This design comes from an exercise in tuning for a short achievable clock period and few clock cycles on the open sky130 flow, not from production work.
Function was checked by simulation only, so behaviour that the tests miss may differ from the original.
Power is estimated from default activity; no workload was simulated.

==> harbor <==
==> flow/design.v (excerpt) <==
module axi_qspi_controller
(
  input  logic       s_axi_aclk,
  input  logic       s_axi_aresetn,
  input  logic       s_axi_awvalid_i,
  input  axi_lite_pkg::addr_t      s_axi_awaddr_i,
  output logic       s_axi_awready_o,
  input  logic       s_axi_wvalid_i,
  input  axi_lite_pkg::data_t      s_axi_wdata_i,
  input  axi_lite_pkg::strb_t      s_axi_wstrb_i,
  output logic       s_axi_wready_o,
  output logic       s_axi_bvalid_o,
  output axi_lite_pkg::resp_t      s_axi_bresp_o,
  input  logic       s_axi_bready_i,
  input  logic       s_axi_arvalid_i,
  input  axi_lite_pkg::addr_t      s_axi_araddr_i,
  output logic       s_axi_arready_o,
  output logic       s_axi_rvalid_o,
  output axi_lite_pkg::data_t      s_axi_rdata_o,
  output axi_lite_pkg::resp_t      s_axi_rresp_o,
  input  logic       s_axi_rready_i,
  output logic       spi_clk_o,
  output logic [1:0] spi_csn_o,
  output logic       spi_sdo_o,
  input  logic       spi_sdi_i
);
==> flow/config.mk <==
export PLATFORM = sky130hd
export DESIGN_NAME = axi_qspi_controller
export DESIGN_NICKNAME = axi_qspi_controller
export VERILOG_FILES = /design/flow/design.v
export SDC_FILE = /design/flow/constraint.sdc
export NUM_CORES = 4
export LEC_CHECK = 0
export CAP_MARGIN = 20
export CORE_MARGIN = 2
export CORE_UTILIZATION = 40
export CTS_CLUSTER_DIAMETER = 60
export CTS_CLUSTER_SIZE = 24
export SETUP_SLACK_MARGIN = 2.9
export SLEW_MARGIN = 20
==> flow/constraint.sdc <==
create_clock -name core_clock -period 5.0 [get_ports {s_axi_aclk}]
set_input_delay 1.0000 -clock core_clock [delete_from_list [all_inputs] [get_ports {s_axi_aclk}]]
set_output_delay 1.0000 -clock core_clock [all_outputs]
set_load 0.01 [all_outputs]
run.sh (not shown) runs the stock make flow with config.mk's settings and CLKGATE_MAP_FILE= SYNTH_SCRIPT=/design/flow/synth_recipe.tcl, a recipe that flattens the netlist after the stock synthesis.
==> sierra (differences from harbor) <==
--- a/flow/design.v
+++ b/flow/design.v
@@ -97,20 +97,20 @@
   logic        ok_q;           
   logic        dec;            
   logic        cs_q;           
   logic        hs_q;           
   logic        pend_new;       
   logic        rv_go;          
   logic        rv_int;         
   logic [31:0] rd_h;           
-  logic        ar_n;           
+  logic        rv_go2;         
+  logic        rd_out_nx;
   logic [1:0]  cs_sel;         
-  assign s_axi_arready_o = ~ar_n;
-  assign spi_csn_o       = ~cs_sel;
+  assign spi_csn_o = ~cs_sel;
   logic        wr_busy;        
   logic        wr_seen;
   logic        wr_go;
   logic        wr_app;         
   logic [11:0] wq_sel;
   logic        wq_ok;
   logic [31:0] wq_d;
   logic [3:0]  wq_s;
@@ -180,16 +180,17 @@
   assign xd_last   = (seg == SEG_XD) & last;
   assign xhold     = xd_last & ~want & ~hs_q;
   assign step      = fr_open & ~ph & allow;
   assign lead_clk  = step & ~close_st & ~d_far;
   assign trail     = fr_open & ph & allow & (~xhold | close_st);
   assign word      = {rx[30:0], spi_sdi_i};
   assign deliver   = ph & allow & xd_last & (want | hs_q);
   assign rx_en     = ph & allow & ((seg == SEG_XD && !last) || (seg == SEG_DAT && !wcmd));
+  assign rd_out_nx = (s_axi_arvalid_i & ~rd_out) | (rd_out & ~(rv_int & s_axi_rready_i));
   assign wr_go = s_axi_awvalid_i & s_axi_wvalid_i & ~wr_busy & ~fr_open & ~cmd_pend & ~pend_new;
   always_ff @(posedge s_axi_aclk) begin
     if (!rd_out) begin
       ar_q <= s_axi_araddr_i[23:0];
       g0_q <= grp_eq(s_axi_araddr_i, cs_m0, cs_a0);
       g1_q <= grp_eq(s_axi_araddr_i, cs_m1, cs_a1);
       ge_q <= ge_w[11:0];
     end
@@ -212,36 +213,36 @@
       if (cmd_pend) begin
         tx <= {cmd, addr};
       end else begin
         tx   <= {8'h03, off_hi, ar_q[11:0]};
         sh_a <= ar_q;
       end
     end else begin
       if (step) begin
-        spi_sdo_o <= tx[31];
-        tx        <= {tx[30:0], 1'b0};
+        tx <= {tx[30:0], 1'b0};
       end
       if (ph && allow && last && seg[2:1] == 2'b00) begin
         tx <= txdata;
       end
       if (deliver) begin
         sh_a <= sh_a + 24'd4;
       end
     end
     if (rv_go || deliver) begin
       rd_h <= rv_go ? d_val : bswap(word);
     end
-    if (rv_go) begin
-      s_axi_rdata_o <= d_val;
-    end else if (deliver) begin
-      s_axi_rdata_o <= bswap(word);
-    end else begin
-      s_axi_rdata_o <= rd_h;
-    end
+    s_axi_rdata_o <= deliver ? bswap(word) : rd_h;
+    s_axi_rresp_o <= (~win_q & ~ok_q) ? axi_lite_pkg::RESP_SLVERR : axi_lite_pkg::RESP_OKAY;
+    s_axi_bresp_o <= wq_ok ? axi_lite_pkg::RESP_OKAY : axi_lite_pkg::RESP_SLVERR;
+    s_axi_awready_o <= wr_go;
+    s_axi_wready_o  <= wr_go;
+    s_axi_arready_o <= ~rd_out_nx;
+    spi_clk_o <= fr_open ? (spi_clk_o ^ (lead_clk | trail)) : cpol;
+    spi_sdo_o <= fr_open & (step ? tx[31] : spi_sdo_o);
   end
   always_ff @(posedge s_axi_aclk or negedge s_axi_aresetn) begin
     if (!s_axi_aresetn) begin
       clkdiv   <= 8'd4;
       cpol     <= 1'b0;
       cmd      <= '0;
       addr     <= '0;
       len      <= '0;
@@ -261,52 +262,44 @@
       seg      <= SEG_HDR;
       bl       <= '0;
       last     <= 1'b0;
       ph       <= 1'b0;
       wcnt     <= '0;
       allow    <= 1'b0;
       rx       <= '0;
       want     <= 1'b0;
-      spi_clk_o <= 1'b0;
       cs_sel    <= 2'b00;
       rd_out   <= 1'b0;
       win_q    <= 1'b0;
       ok_q     <= 1'b0;
       dec      <= 1'b0;
       hs_q     <= 1'b0;
       pend_new <= 1'b0;
       rv_go    <= 1'b0;
-      ar_n     <= 1'b0;
+      rv_go2   <= 1'b0;
       s_axi_rvalid_o  <= 1'b0;
       rv_int   <= 1'b0;
-      s_axi_rresp_o   <= axi_lite_pkg::RESP_OKAY;
       wr_busy  <= 1'b0;
       wr_seen  <= 1'b0;
       wr_app   <= 1'b0;
-      s_axi_awready_o <= 1'b0;
-      s_axi_wready_o  <= 1'b0;
       s_axi_bvalid_o  <= 1'b0;
-      s_axi_bresp_o   <= axi_lite_pkg::RESP_OKAY;
     end else begin
       wr_seen <= s_axi_awvalid_i | s_axi_wvalid_i;
-      s_axi_awready_o <= wr_go;
-      s_axi_wready_o  <= wr_go;
       wr_app <= s_axi_awready_o;
       if (wr_go) begin
         wr_busy <= 1'b1;
       end else if (s_axi_bvalid_o && s_axi_bready_i) begin
         wr_busy <= 1'b0;
       end
       if (s_axi_bvalid_o && s_axi_bready_i) begin
         s_axi_bvalid_o <= 1'b0;
       end
       if (wr_app) begin
         s_axi_bvalid_o <= 1'b1;
-        s_axi_bresp_o  <= wq_ok ? axi_lite_pkg::RESP_OKAY : axi_lite_pkg::RESP_SLVERR;
         if (wq_ok) begin
           if (wq_sel[0]) begin
             clkdiv <= mb(clkdiv, wq_d[7:0], wq_s[0]);
             if (wq_s[1]) cpol <= wq_d[8];
           end
           if (wq_sel[1]) cmd <= mb(cmd, wq_d[7:0], wq_s[0]);
           if (wq_sel[2]) addr <= {mb(addr[23:16], wq_d[23:16], wq_s[2]),
                                   mb(addr[15:8], wq_d[15:8], wq_s[1]),
@@ -325,52 +318,37 @@
           if (wq_sel[8])  cs_a0 <= mw(cs_a0, wq_d, wq_s);
           if (wq_sel[9])  cs_m0 <= mw(cs_m0, wq_d, wq_s);
           if (wq_sel[10]) cs_a1 <= mw(cs_a1, wq_d, wq_s);
           if (wq_sel[11]) cs_m1 <= mw(cs_m1, wq_d, wq_s);
         end
       end
       dec   <= s_axi_arvalid_i & ~rd_out;
       hs_q  <= d_hit;
-      rv_go <= dec & ~win_q;
+      rv_go  <= dec & ~win_q;
+      rv_go2 <= rv_go;
       if (!rd_out) begin
         win_q <= (s_axi_araddr_i[31:12] != 20'h0);
         ok_q  <= mapped(s_axi_araddr_i);
       end
-      if (s_axi_arvalid_i && !rd_out) begin
-        rd_out <= 1'b1;
-      end else if (rv_int && s_axi_rready_i) begin
-        rd_out <= 1'b0;
-      end
-      if (s_axi_arvalid_i && !ar_n) begin
-        ar_n <= 1'b1;
-      end else if (rv_int && s_axi_rready_i) begin
-        ar_n <= 1'b0;
-      end
+      rd_out <= rd_out_nx;
       if (s_axi_rvalid_o && s_axi_rready_i) begin
         s_axi_rvalid_o <= 1'b0;
       end
       if (rv_int && s_axi_rready_i) begin
         rv_int <= 1'b0;
       end
-      if (rv_go || deliver) begin
+      if (rv_go2 || deliver) begin
         s_axi_rvalid_o <= 1'b1;
         rv_int         <= 1'b1;
       end
-      if (rv_go) begin
-        s_axi_rresp_o  <= ok_q ? axi_lite_pkg::RESP_OKAY : axi_lite_pkg::RESP_SLVERR;
-      end
-      if (deliver) begin
-        s_axi_rresp_o  <= axi_lite_pkg::RESP_OKAY;
-      end
       if (d_miss) begin
         pend_new <= 1'b1;
       end
       if (!fr_open) begin
-        spi_clk_o <= cpol;
         ph        <= 1'b0;
         wcnt      <= clkdiv;
         allow     <= (clkdiv == 8'd0);
         if (cmd_pend) begin
           cmd_pend  <= 1'b0;
           fr_open   <= 1'b1;
           fr_xip    <= 1'b0;
           cs_sel    <= cs_def ? 2'b10 : 2'b01;
@@ -392,17 +370,16 @@
       end else begin
         if (close_now) begin
           fr_open   <= 1'b0;
           fr_xip    <= 1'b0;
           cs_sel    <= 2'b00;
           want      <= 1'b0;
         end
         if (lead_clk || trail) begin
-          spi_clk_o <= ~spi_clk_o;
           ph        <= ~ph;
         end
         if (step || trail) begin
           wcnt  <= clkdiv;
           allow <= (clkdiv == 8'd0);
         end else begin
           if (wcnt != 8'd0) wcnt <= wcnt - 8'd1;
           allow <= (wcnt <= 8'd1);
--- a/flow/config.mk
+++ b/flow/config.mk
@@ -5,10 +5,10 @@
 export SDC_FILE = /design/flow/constraint.sdc
 export NUM_CORES = 4
 export LEC_CHECK = 0
 export CAP_MARGIN = 20
 export CORE_MARGIN = 2
 export CORE_UTILIZATION = 40
 export CTS_CLUSTER_DIAMETER = 60
 export CTS_CLUSTER_SIZE = 24
-export SETUP_SLACK_MARGIN = 2.9
+export SETUP_SLACK_MARGIN = 2.95
 export SLEW_MARGIN = 20
==> garnet (differences from harbor) <==
--- a/flow/design.v
+++ b/flow/design.v
@@ -70,16 +70,17 @@
   logic        aen;
   logic [3:0]  dummy;
   logic        wcmd;
   logic [31:0] txdata;
   logic        cs_def;
   logic [31:0] cs_a0, cs_m0, cs_a1, cs_m1;
   logic        cmd_pend;       
   logic        fr_open;        
+  logic        fr_open_d;      
   logic        fr_xip;         
   logic        st_cs;          
   logic [2:0]  seg;
   logic [5:0]  bl;             
   logic        last;           
   logic        ph;             
   logic [7:0]  wcnt;           
   logic        allow;          
@@ -97,25 +98,26 @@
   logic        ok_q;           
   logic        dec;            
   logic        cs_q;           
   logic        hs_q;           
   logic        pend_new;       
   logic        rv_go;          
   logic        rv_int;         
   logic [31:0] rd_h;           
-  logic        ar_n;           
+  logic        rv_go2;         
+  logic        rd_out_nx;
   logic [1:0]  cs_sel;         
-  assign s_axi_arready_o = ~ar_n;
-  assign spi_csn_o       = ~cs_sel;
+  assign spi_csn_o = ~cs_sel;
   logic        wr_busy;        
   logic        wr_seen;
   logic        wr_go;
   logic        wr_app;         
   logic [11:0] wq_sel;
+  logic [11:0] we_q;           
   logic        wq_ok;
   logic [31:0] wq_d;
   logic [3:0]  wq_s;
   logic        busy;
   assign busy = cmd_pend | (fr_open & ~fr_xip);
   function automatic logic [31:0] bswap(input logic [31:0] w);
     bswap = {w[7:0], w[15:8], w[23:16], w[31:24]};
   endfunction
@@ -180,16 +182,17 @@
   assign xd_last   = (seg == SEG_XD) & last;
   assign xhold     = xd_last & ~want & ~hs_q;
   assign step      = fr_open & ~ph & allow;
   assign lead_clk  = step & ~close_st & ~d_far;
   assign trail     = fr_open & ph & allow & (~xhold | close_st);
   assign word      = {rx[30:0], spi_sdi_i};
   assign deliver   = ph & allow & xd_last & (want | hs_q);
   assign rx_en     = ph & allow & ((seg == SEG_XD && !last) || (seg == SEG_DAT && !wcmd));
+  assign rd_out_nx = (s_axi_arvalid_i & ~rd_out) | (rd_out & ~(rv_int & s_axi_rready_i));
   assign wr_go = s_axi_awvalid_i & s_axi_wvalid_i & ~wr_busy & ~fr_open & ~cmd_pend & ~pend_new;
   always_ff @(posedge s_axi_aclk) begin
     if (!rd_out) begin
       ar_q <= s_axi_araddr_i[23:0];
       g0_q <= grp_eq(s_axi_araddr_i, cs_m0, cs_a0);
       g1_q <= grp_eq(s_axi_araddr_i, cs_m1, cs_a1);
       ge_q <= ge_w[11:0];
     end
@@ -203,45 +206,45 @@
     if (!wr_busy) begin
       for (int i = 0; i < 12; i++) begin
         wq_sel[i] <= (s_axi_awaddr_i[11:2] == 10'(i));
       end
       wq_ok <= mapped(s_axi_awaddr_i);
       wq_d  <= s_axi_wdata_i;
       wq_s  <= s_axi_wstrb_i;
     end
-    if (!fr_open) begin
+    if (!fr_open_d) begin
       if (cmd_pend) begin
         tx <= {cmd, addr};
       end else begin
         tx   <= {8'h03, off_hi, ar_q[11:0]};
         sh_a <= ar_q;
       end
     end else begin
       if (step) begin
-        spi_sdo_o <= tx[31];
-        tx        <= {tx[30:0], 1'b0};
+        tx <= {tx[30:0], 1'b0};
       end
       if (ph && allow && last && seg[2:1] == 2'b00) begin
         tx <= txdata;
       end
       if (deliver) begin
         sh_a <= sh_a + 24'd4;
       end
     end
     if (rv_go || deliver) begin
       rd_h <= rv_go ? d_val : bswap(word);
     end
-    if (rv_go) begin
-      s_axi_rdata_o <= d_val;
-    end else if (deliver) begin
-      s_axi_rdata_o <= bswap(word);
-    end else begin
-      s_axi_rdata_o <= rd_h;
-    end
+    s_axi_rdata_o <= deliver ? bswap(word) : rd_h;
+    s_axi_rresp_o <= (~win_q & ~ok_q) ? axi_lite_pkg::RESP_SLVERR : axi_lite_pkg::RESP_OKAY;
+    s_axi_bresp_o <= wq_ok ? axi_lite_pkg::RESP_OKAY : axi_lite_pkg::RESP_SLVERR;
+    s_axi_awready_o <= wr_go;
+    s_axi_wready_o  <= wr_go;
+    s_axi_arready_o <= ~rd_out_nx;
+    spi_clk_o <= fr_open ? (spi_clk_o ^ (lead_clk | trail)) : cpol;
+    spi_sdo_o <= fr_open & (step ? tx[31] : spi_sdo_o);
   end
   always_ff @(posedge s_axi_aclk or negedge s_axi_aresetn) begin
     if (!s_axi_aresetn) begin
       clkdiv   <= 8'd4;
       cpol     <= 1'b0;
       cmd      <= '0;
       addr     <= '0;
       len      <= '0;
@@ -251,126 +254,115 @@
       txdata   <= '0;
       cs_def   <= 1'b0;
       cs_a0    <= '0;
       cs_m0    <= '0;
       cs_a1    <= '0;
       cs_m1    <= '0;
       cmd_pend <= 1'b0;
       fr_open  <= 1'b0;
+      fr_open_d <= 1'b0;
       fr_xip   <= 1'b0;
       st_cs    <= 1'b0;
       seg      <= SEG_HDR;
       bl       <= '0;
       last     <= 1'b0;
       ph       <= 1'b0;
       wcnt     <= '0;
       allow    <= 1'b0;
       rx       <= '0;
       want     <= 1'b0;
-      spi_clk_o <= 1'b0;
       cs_sel    <= 2'b00;
       rd_out   <= 1'b0;
       win_q    <= 1'b0;
       ok_q     <= 1'b0;
       dec      <= 1'b0;
       hs_q     <= 1'b0;
       pend_new <= 1'b0;
       rv_go    <= 1'b0;
-      ar_n     <= 1'b0;
+      rv_go2   <= 1'b0;
       s_axi_rvalid_o  <= 1'b0;
       rv_int   <= 1'b0;
-      s_axi_rresp_o   <= axi_lite_pkg::RESP_OKAY;
       wr_busy  <= 1'b0;
+      we_q     <= '0;
       wr_seen  <= 1'b0;
       wr_app   <= 1'b0;
-      s_axi_awready_o <= 1'b0;
-      s_axi_wready_o  <= 1'b0;
       s_axi_bvalid_o  <= 1'b0;
-      s_axi_bresp_o   <= axi_lite_pkg::RESP_OKAY;
     end else begin
       wr_seen <= s_axi_awvalid_i | s_axi_wvalid_i;
-      s_axi_awready_o <= wr_go;
-      s_axi_wready_o  <= wr_go;
       wr_app <= s_axi_awready_o;
+      for (int i = 0; i < 12; i++) begin
+        we_q[i] <= s_axi_awready_o & wq_ok & wq_sel[i];
+      end
+      if (!fr_open_d) begin
+        fr_open_d <= cmd_pend | pend_new;
+      end else if (close_now) begin
+        fr_open_d <= 1'b0;
+      end
       if (wr_go) begin
         wr_busy <= 1'b1;
       end else if (s_axi_bvalid_o && s_axi_bready_i) begin
         wr_busy <= 1'b0;
       end
       if (s_axi_bvalid_o && s_axi_bready_i) begin
         s_axi_bvalid_o <= 1'b0;
       end
       if (wr_app) begin
         s_axi_bvalid_o <= 1'b1;
-        s_axi_bresp_o  <= wq_ok ? axi_lite_pkg::RESP_OKAY : axi_lite_pkg::RESP_SLVERR;
-        if (wq_ok) begin
-          if (wq_sel[0]) begin
+      end
+      begin
+        begin
+          if (we_q[0]) begin
             clkdiv <= mb(clkdiv, wq_d[7:0], wq_s[0]);
             if (wq_s[1]) cpol <= wq_d[8];
           end
-          if (wq_sel[1]) cmd <= mb(cmd, wq_d[7:0], wq_s[0]);
-          if (wq_sel[2]) addr <= {mb(addr[23:16], wq_d[23:16], wq_s[2]),
+          if (we_q[1]) cmd <= mb(cmd, wq_d[7:0], wq_s[0]);
+          if (we_q[2]) addr <= {mb(addr[23:16], wq_d[23:16], wq_s[2]),
                                   mb(addr[15:8], wq_d[15:8], wq_s[1]),
                                   mb(addr[7:0], wq_d[7:0], wq_s[0])};
-          if (wq_sel[3]) begin
+          if (we_q[3]) begin
             if (wq_s[0]) len <= wq_d[5:0];
             if (wq_s[1]) begin
               aen   <= wq_d[8];
               dummy <= wq_d[15:12];
             end
             if (wq_s[2]) wcmd <= wq_d[16];
           end
-          if (wq_sel[4]) txdata <= mw(txdata, wq_d, wq_s);
-          if (wq_sel[6] && wq_s[0] && wq_d[0]) cmd_pend <= 1'b1;
-          if (wq_sel[7] && wq_s[0]) cs_def <= wq_d[0];
-          if (wq_sel[8])  cs_a0 <= mw(cs_a0, wq_d, wq_s);
-          if (wq_sel[9])  cs_m0 <= mw(cs_m0, wq_d, wq_s);
-          if (wq_sel[10]) cs_a1 <= mw(cs_a1, wq_d, wq_s);
-          if (wq_sel[11]) cs_m1 <= mw(cs_m1, wq_d, wq_s);
+          if (we_q[4]) txdata <= mw(txdata, wq_d, wq_s);
+          if (we_q[6] && wq_s[0] && wq_d[0]) cmd_pend <= 1'b1;
+          if (we_q[7] && wq_s[0]) cs_def <= wq_d[0];
+          if (we_q[8])  cs_a0 <= mw(cs_a0, wq_d, wq_s);
+          if (we_q[9])  cs_m0 <= mw(cs_m0, wq_d, wq_s);
+          if (we_q[10]) cs_a1 <= mw(cs_a1, wq_d, wq_s);
+          if (we_q[11]) cs_m1 <= mw(cs_m1, wq_d, wq_s);
         end
       end
       dec   <= s_axi_arvalid_i & ~rd_out;
       hs_q  <= d_hit;
-      rv_go <= dec & ~win_q;
+      rv_go  <= dec & ~win_q;
+      rv_go2 <= rv_go;
       if (!rd_out) begin
         win_q <= (s_axi_araddr_i[31:12] != 20'h0);
         ok_q  <= mapped(s_axi_araddr_i);
       end
-      if (s_axi_arvalid_i && !rd_out) begin
-        rd_out <= 1'b1;
-      end else if (rv_int && s_axi_rready_i) begin
-        rd_out <= 1'b0;
-      end
-      if (s_axi_arvalid_i && !ar_n) begin
-        ar_n <= 1'b1;
-      end else if (rv_int && s_axi_rready_i) begin
-        ar_n <= 1'b0;
-      end
+      rd_out <= rd_out_nx;
       if (s_axi_rvalid_o && s_axi_rready_i) begin
         s_axi_rvalid_o <= 1'b0;
       end
       if (rv_int && s_axi_rready_i) begin
         rv_int <= 1'b0;
       end
-      if (rv_go || deliver) begin
+      if (rv_go2 || deliver) begin
         s_axi_rvalid_o <= 1'b1;
         rv_int         <= 1'b1;
       end
-      if (rv_go) begin
-        s_axi_rresp_o  <= ok_q ? axi_lite_pkg::RESP_OKAY : axi_lite_pkg::RESP_SLVERR;
-      end
-      if (deliver) begin
-        s_axi_rresp_o  <= axi_lite_pkg::RESP_OKAY;
-      end
       if (d_miss) begin
         pend_new <= 1'b1;
       end
       if (!fr_open) begin
-        spi_clk_o <= cpol;
         ph        <= 1'b0;
         wcnt      <= clkdiv;
         allow     <= (clkdiv == 8'd0);
         if (cmd_pend) begin
           cmd_pend  <= 1'b0;
           fr_open   <= 1'b1;
           fr_xip    <= 1'b0;
           cs_sel    <= cs_def ? 2'b10 : 2'b01;
@@ -392,17 +384,16 @@
       end else begin
         if (close_now) begin
           fr_open   <= 1'b0;
           fr_xip    <= 1'b0;
           cs_sel    <= 2'b00;
           want      <= 1'b0;
         end
         if (lead_clk || trail) begin
-          spi_clk_o <= ~spi_clk_o;
           ph        <= ~ph;
         end
         if (step || trail) begin
           wcnt  <= clkdiv;
           allow <= (clkdiv == 8'd0);
         end else begin
           if (wcnt != 8'd0) wcnt <= wcnt - 8'd1;
           allow <= (wcnt <= 8'd1);
==> flow/flow/run.sh (new file) <==
#!/bin/bash
# The standard layout, with plain buffers (not delay cells) on the ports.
set -euo pipefail
export BUFFER_PORTS_ARGS="-buffer_cell sky130_fd_sc_hd__buf_2"
bash standard.sh > standard_flow.log 2>&1
==> flow/standard.sh (new file) <==
#!/bin/bash
# synth_recipe.tcl (not shown) runs the flow's synth.tcl, then flattens the netlist and writes it again
# the make line also repeats each setting of config.mk as NAME=value (left out here)
make -C /OpenROAD-flow-scripts/flow DESIGN_CONFIG=/design/flow/config.mk WORK_HOME=/design/flow/orfs CLKGATE_MAP_FILE= SYNTH_SCRIPT=/design/flow/synth_recipe.tcl "${@:-finish}"
==> flow/config.mk (replaced) <==
export PLATFORM = sky130hd
export DESIGN_NAME = axi_qspi_controller
export DESIGN_NICKNAME = axi_qspi_controller
export VERILOG_FILES = /design/flow/design.v
export SDC_FILE = /design/flow/constraint.sdc
export NUM_CORES = 4
export LEC_CHECK = 0
export CAP_MARGIN = 20
export CORE_MARGIN = 2
export CORE_UTILIZATION = 40
export CTS_CLUSTER_DIAMETER = 50
export CTS_CLUSTER_SIZE = 20
export SETUP_SLACK_MARGIN = 3.0
export SLEW_MARGIN = 20
removed: flow/run.sh
==> summary.txt <==
| item | harbor | sierra | garnet |
|---|---|---|---|
| Result of the run | finished clean | finished clean | finished clean |
| Standard-cell rows | 91 | 90 | 91 |
| End point of the worst hold path | wr_app | wr_app | - |
| Area of the placeable core | 61,480 um2 | 60,470 um2 | 61,600 um2 |
| Slew of the pin with the lowest slew margin | 999.9 ps | 1044 ps | 895.8 ps |
| Arrival time at the worst endpoint | 1240 ps | 1160 ps | 1160 ps |
| Max transition margin | 33.34% | 30.23% | 40.28% |
| R2R Setup Slk | 2920 ps | 2990 ps | 3040 ps |
| Clk slew on worst S/H paths | 80 ps | 90 ps | 70 ps |
| Met2 routed WL | 36,190 um | 36,920 um | 36,920 um |
| Reported net switching power | 5415 uW | 3435 uW | 5086 uW |
| Post-synthesis share of cell area spent on and, or, nand and nor gates | 12.35% | 10.50% | 9.849% |
| Summed area of non-filler cells in the final layout | 29,400 um2 | 28,950 um2 | 29,450 um2 |
| Via count of the first global-routing pass | 17.43k | 17.31k | 17.19k |
| Total of clock buffers placed in the layout | 48 | 44 | 61 |
Testbench counts of harbor, summed over its fixed seeds: cycles 141,600.
Testbench counts of sierra, summed over its fixed seeds: cycles 141,600.
Testbench counts of garnet, summed over its fixed seeds: cycles 141,600.

[re-timing with driven ports]
In the flow no input, the clock included, has a driving cell. The finished layouts below were timed again as built, in two steps.
Step 1 (the two cells are an assumption about what drives the block):
set clk [get_ports {s_axi_aclk}]
set_driving_cell -lib_cell sky130_fd_sc_hd__clkbuf_16 $clk
set_driving_cell -lib_cell sky130_fd_sc_hd__buf_2 [delete_from_list [all_inputs] $clk]
Step 2 adds t to the input delays and takes it off the output delays; t is the mean of the earliest and latest rising clock arrival at the registers after step 1. Input paths then give back, and output paths get back, about the clock's delay inside the block.
Slacks: no drivers / after step 1 / after step 2; pairs: no drivers / after step 1.
run	t, ns	setup WS [ns]	clock arrival spread, ns
harbor	0.655	2.763 / 2.701 / 2.292	0.036 / 0.036
sierra	0.640	2.844 / 2.786 / 2.369	0.026 / 0.026
garnet	0.676	2.842 / 2.781 / 2.512	0.020 / 0.020
After both steps setup and hold are still met in every run listed. For sierra, which loses most, drivers alone change the setup slack by -0.058 ns; drivers and shift together by -0.475 ns.
